Source: an optimization exercise on an open RTL-to-GDS flow (aim: small area). Production flows keep margins and buffers that such runs may drop.
Where RTL was checked, it was by simulation tests only, not by an equivalence proof against the original.
Power is estimated from default activity; no workload was simulated.

// srl_var_delay
module srl_var_delay #(
   parameter int SRL_WIDTH     = 18,
   parameter int SRL_MAX_DEPTH = 32
) (
   input  wire logic                 clk,
   input  wire logic                 rst_n,
   input  wire logic                 en,
   input  wire logic                 flush,
   input  wire logic [$clog2(SRL_MAX_DEPTH+1)-1:0] delay,
   input  wire logic [SRL_WIDTH-1:0] din,
   input  wire logic                 din_valid,
   output      logic [SRL_WIDTH-1:0] dout,
   output      logic                 dout_valid,
   output      logic                 primed
);
Settings: LEC_CHECK=0, CAP_MARGIN=5, CORE_MARGIN=2, CORE_UTILIZATION=80, PLACE_DENSITY=0.92, SLEW_MARGIN=0, SYNTH_HIERARCHICAL=1, SYNTH_MINIMUM_KEEP_SIZE=0; clock period 10.0 ns.
standard.sh (not shown) runs the stock make flow with config.mk's settings and CLKGATE_MAP_FILE= SYNTH_SCRIPT=/design/flow/synth_recipe.tcl, a recipe that flattens the netlist after the stock synthesis.
==> flow/flow/run.sh <==
#!/bin/bash
# Standard ORFS layout (the standard.sh, standard synthesis unchanged) with two
# changes: port buffers use the smallest buffer, and CTS uses clkbuf_8 leaf
# buffers in clusters of about 22 sinks without dummy loads.
set -euo pipefail
bash standard.sh \
  "BUFFER_PORTS_ARGS=-buffer_cell sky130_fd_sc_hd__buf_1" \
  "CTS_ARGS=-sink_clustering_enable -repair_clock_nets -buf_list sky130_fd_sc_hd__clkbuf_8 -sink_clustering_size 22 -sink_clustering_max_diameter 45 -dont_use_dummy_load" \
  finish > standard.log 2>&1
The baseline completed without violations.
Rerun with:
==> flow/flow/run.sh (replaced) <==
#!/bin/bash
# Standard ORFS layout (the standard.sh, standard synthesis unchanged) with two
# changes: port buffers use the smallest buffer, and CTS uses clkbuf_8 leaf
# buffers in clusters of about 20 sinks without dummy loads.
set -euo pipefail
bash standard.sh \
  "BUFFER_PORTS_ARGS=-buffer_cell sky130_fd_sc_hd__buf_1" \
  "CTS_ARGS=-sink_clustering_enable -repair_clock_nets -buf_list sky130_fd_sc_hd__clkbuf_8 -sink_clustering_size 20 -sink_clustering_max_diameter 60 -dont_use_dummy_load" \
  finish > standard.log 2>&1
Settings changed: CAP_MARGIN 5 to 0, CORE_UTILIZATION 80 to 75, PLACE_DENSITY 0.92 to 0.88.
- The changed run finished with timing, DRC and antenna clean
- total power went down by a few percent
- die area went up by a few percent
- wire length went down by a few percent
- utilization went down by 5.7 points

========
middle:
srl_var_delay, a different RTL version from the one above (not shown whole).
Size in the first run: roughly 620 flip-flops, about 22000 µm² of cells after synthesis.
export LEC_CHECK = 0
export CAP_MARGIN = 0
export CORE_MARGIN = 2
export CORE_UTILIZATION = 75
export PLACE_DENSITY = 0.88
export SLEW_MARGIN = 0
export SYNTH_HIERARCHICAL = 1
export SYNTH_MINIMUM_KEEP_SIZE = 0
create_clock -name core_clock -period 10.0 [get_ports {clk}]
==> flow/flow/run.sh <==
#!/bin/bash
# Standard ORFS layout (the standard.sh, standard synthesis unchanged) with two
# changes: port buffers use the smallest buffer, and CTS uses clkbuf_8 leaf
# buffers in clusters of about 20 sinks without dummy loads.
set -euo pipefail
bash standard.sh \
  "BUFFER_PORTS_ARGS=-buffer_cell sky130_fd_sc_hd__buf_1" \
  "CTS_ARGS=-sink_clustering_enable -repair_clock_nets -buf_list sky130_fd_sc_hd__clkbuf_8 -sink_clustering_size 20 -sink_clustering_max_diameter 60 -dont_use_dummy_load" \
  finish > standard.log 2>&1
middle went all the way through synthesis, placement and routing and the layout is clean on timing, DRC and antenna.
Edits applied to the flow inputs when going from middle to east:
# middle
export LEC_CHECK = 0
export CAP_MARGIN = 0
export CORE_MARGIN = 2
export CORE_UTILIZATION = 75
export PLACE_DENSITY = 0.88
export SLEW_MARGIN = 0
export SYNTH_HIERARCHICAL = 1
export SYNTH_MINIMUM_KEEP_SIZE = 0
create_clock -name core_clock -period 10.0 [get_ports {clk}]
# east
export LEC_CHECK = 0
export CAP_MARGIN = 0
export CORE_MARGIN = 2
export CORE_UTILIZATION = 70
export PLACE_DENSITY = 0.85
export SLEW_MARGIN = 0
export SYNTH_HIERARCHICAL = 1
export SYNTH_MINIMUM_KEEP_SIZE = 0
create_clock -name core_clock -period 10.0 [get_ports {clk}]
Notes after the runs:
east finished every step from synthesis to the final layout, and the layout passed the timing, DRC and antenna checks. Of the two values seen for cell at the slowest stage of the critical path, sky130_fd_sc_hd__and2_1 was produced by middle and sky130_fd_sc_hd__a222oi_1 by east. Summary: with middle as the reference, inserted tap cell count in east moved up by a few percent. Cmp east and middle / post-detailed-route via-to-cell ratio / lower: east. Area of the placeable core went up by a few percent going from middle to east. Total die area for east: 7.0% up relative to middle. The post-route standard cell area excluding fillers was comparable across east and middle. Summary of east over middle: net switching power of the design moved down, initial antenna violation count moved down, via count of the first global-routing pass moved down, routed wire length moved down. | post-route total power | east vs middle | ≈ equal |. Row count (east vs. middle) increases by a few percent.

========
Another version of the RTL of srl_var_delay (not shown whole).
For scale: roughly 1000 cells after synthesis, roughly 620 flip-flops, roughly 49 I/O pins.
export LEC_CHECK = 0
export CAP_MARGIN = 0
export CORE_MARGIN = 2
export CORE_UTILIZATION = 70
export CTS_BUF_LIST = sky130_fd_sc_hd__clkbuf_4
export CTS_CLUSTER_DIAMETER = 40
export CTS_CLUSTER_SIZE = 10
export PLACE_DENSITY = 0.85
export SLEW_MARGIN = 0
export SYNTH_HIERARCHICAL = 1
export SYNTH_MINIMUM_KEEP_SIZE = 0
create_clock -name core_clock -period 10.0 [get_ports {clk}]
run.sh (not shown) runs the stock make flow with config.mk's settings and CLKGATE_MAP_FILE= SYNTH_SCRIPT=/design/flow/synth_recipe.tcl, a recipe that flattens the netlist after the stock synthesis.
Stock flow here: none of the scripts above is used.
The baseline completed without violations.
Then changed:
CTS_BUF_LIST = sky130_fd_sc_hd__clkbuf_8   (was sky130_fd_sc_hd__clkbuf_4)
CTS_CLUSTER_DIAMETER = 50   (was 40)
CTS_CLUSTER_SIZE = 16   (was 10)
=>
- The new run went through all stages and came out clean
- wire length is lower by 0.30%
- clock power increases by about 3%
- synthesized cell count stays the same

========
srl_var_delay, a different RTL version from the one above (not shown whole).
For scale: roughly 620 flip-flops, roughly 49 I/O pins, ~0.022 mm2 of cells after synthesis.
Settings: LEC_CHECK=0, CAP_MARGIN=0, CORE_MARGIN=2, CORE_UTILIZATION=60, PLACE_DENSITY=0.8, SLEW_MARGIN=0, SYNTH_HIERARCHICAL=1, SYNTH_MINIMUM_KEEP_SIZE=0; clock period 10.0 ns.
standard.sh (not shown) runs the stock make flow with config.mk's settings and CLKGATE_MAP_FILE= SYNTH_SCRIPT=/design/flow/synth_recipe.tcl, a recipe that flattens the netlist after the stock synthesis.
Scripts as last shown in full above: flow/flow/run.sh
Edit:
--- a/flow/config.mk
+++ b/flow/config.mk
@@ -8,6 +8,6 @@
 export CAP_MARGIN = 0
 export CORE_MARGIN = 2
-export CORE_UTILIZATION = 60
-export PLACE_DENSITY = 0.8
+export CORE_UTILIZATION = 70
+export PLACE_DENSITY = 0.85
 export SLEW_MARGIN = 0
 export SYNTH_HIERARCHICAL = 1
=>
- die area is lower by 14%
- final cell count is lower by 4.8%
- flip-flop and latch count is unchanged
- design area is lower by 0.62%
Function was not checked in any run of this note: the RTL went through the layout flow alone.

## static timing again, ports no longer ideal
How much do the figures lean on ideal ports? The routed layouts below were timed once more, with nothing changed but the port constraints.
Step 1 assumes that a clkbuf_16 drives the clock port and a buf_2 every other input.
Step 2 times the ports against the registers' clock, not the clock port: input delays grow and output delays shrink by t, the midpoint of the rising clock arrivals with the driver on.
a / b / c = no drivers / after step 1 / after step 2; a / b = the first two.
| run | t (ns) | setup slack, ns | hold slack, ns | slew at the worst register clock pin (ns) |
|---|---|---|---|---|
| the first run of note 1 | 0.623 | 2.680 / 2.659 / 2.659 | 0.407 / 0.407 / 0.407 | 0.12 / 0.12 |
| the second run of note 1 | 0.598 | 2.823 / 2.798 / 2.798 | 0.407 / 0.407 / 0.407 | 0.12 / 0.12 |
| middle | 0.607 | 2.341 / 2.311 / 2.311 | 0.409 / 0.409 / 0.409 | 0.12 / 0.12 |
| east | 0.599 | 2.373 / 2.351 / 2.351 | 0.409 / 0.409 / 0.409 | 0.12 / 0.12 |
| the first run of note 3 | 0.774 | 2.381 / 2.356 / 2.356 | 0.411 / 0.411 / 0.411 | 0.11 / 0.11 |
| the second run of note 3 | 0.655 | 2.339 / 2.313 / 2.313 | 0.444 / 0.444 / 0.444 | 0.10 / 0.10 |
| the first run of note 4 | 0.621 | 2.369 / 2.329 / 2.329 | 0.404 / 0.404 / 0.404 | 0.11 / 0.11 |
| the second run of note 4 | 0.605 | 2.431 / 2.402 / 2.402 | 0.430 / 0.430 / 0.430 | 0.12 / 0.12 |
After both steps setup and hold are still met in every run listed. The setup slack of the first run of note 4, which loses most, moves by -0.040 ns with the drivers and by -0.040 ns with both steps.
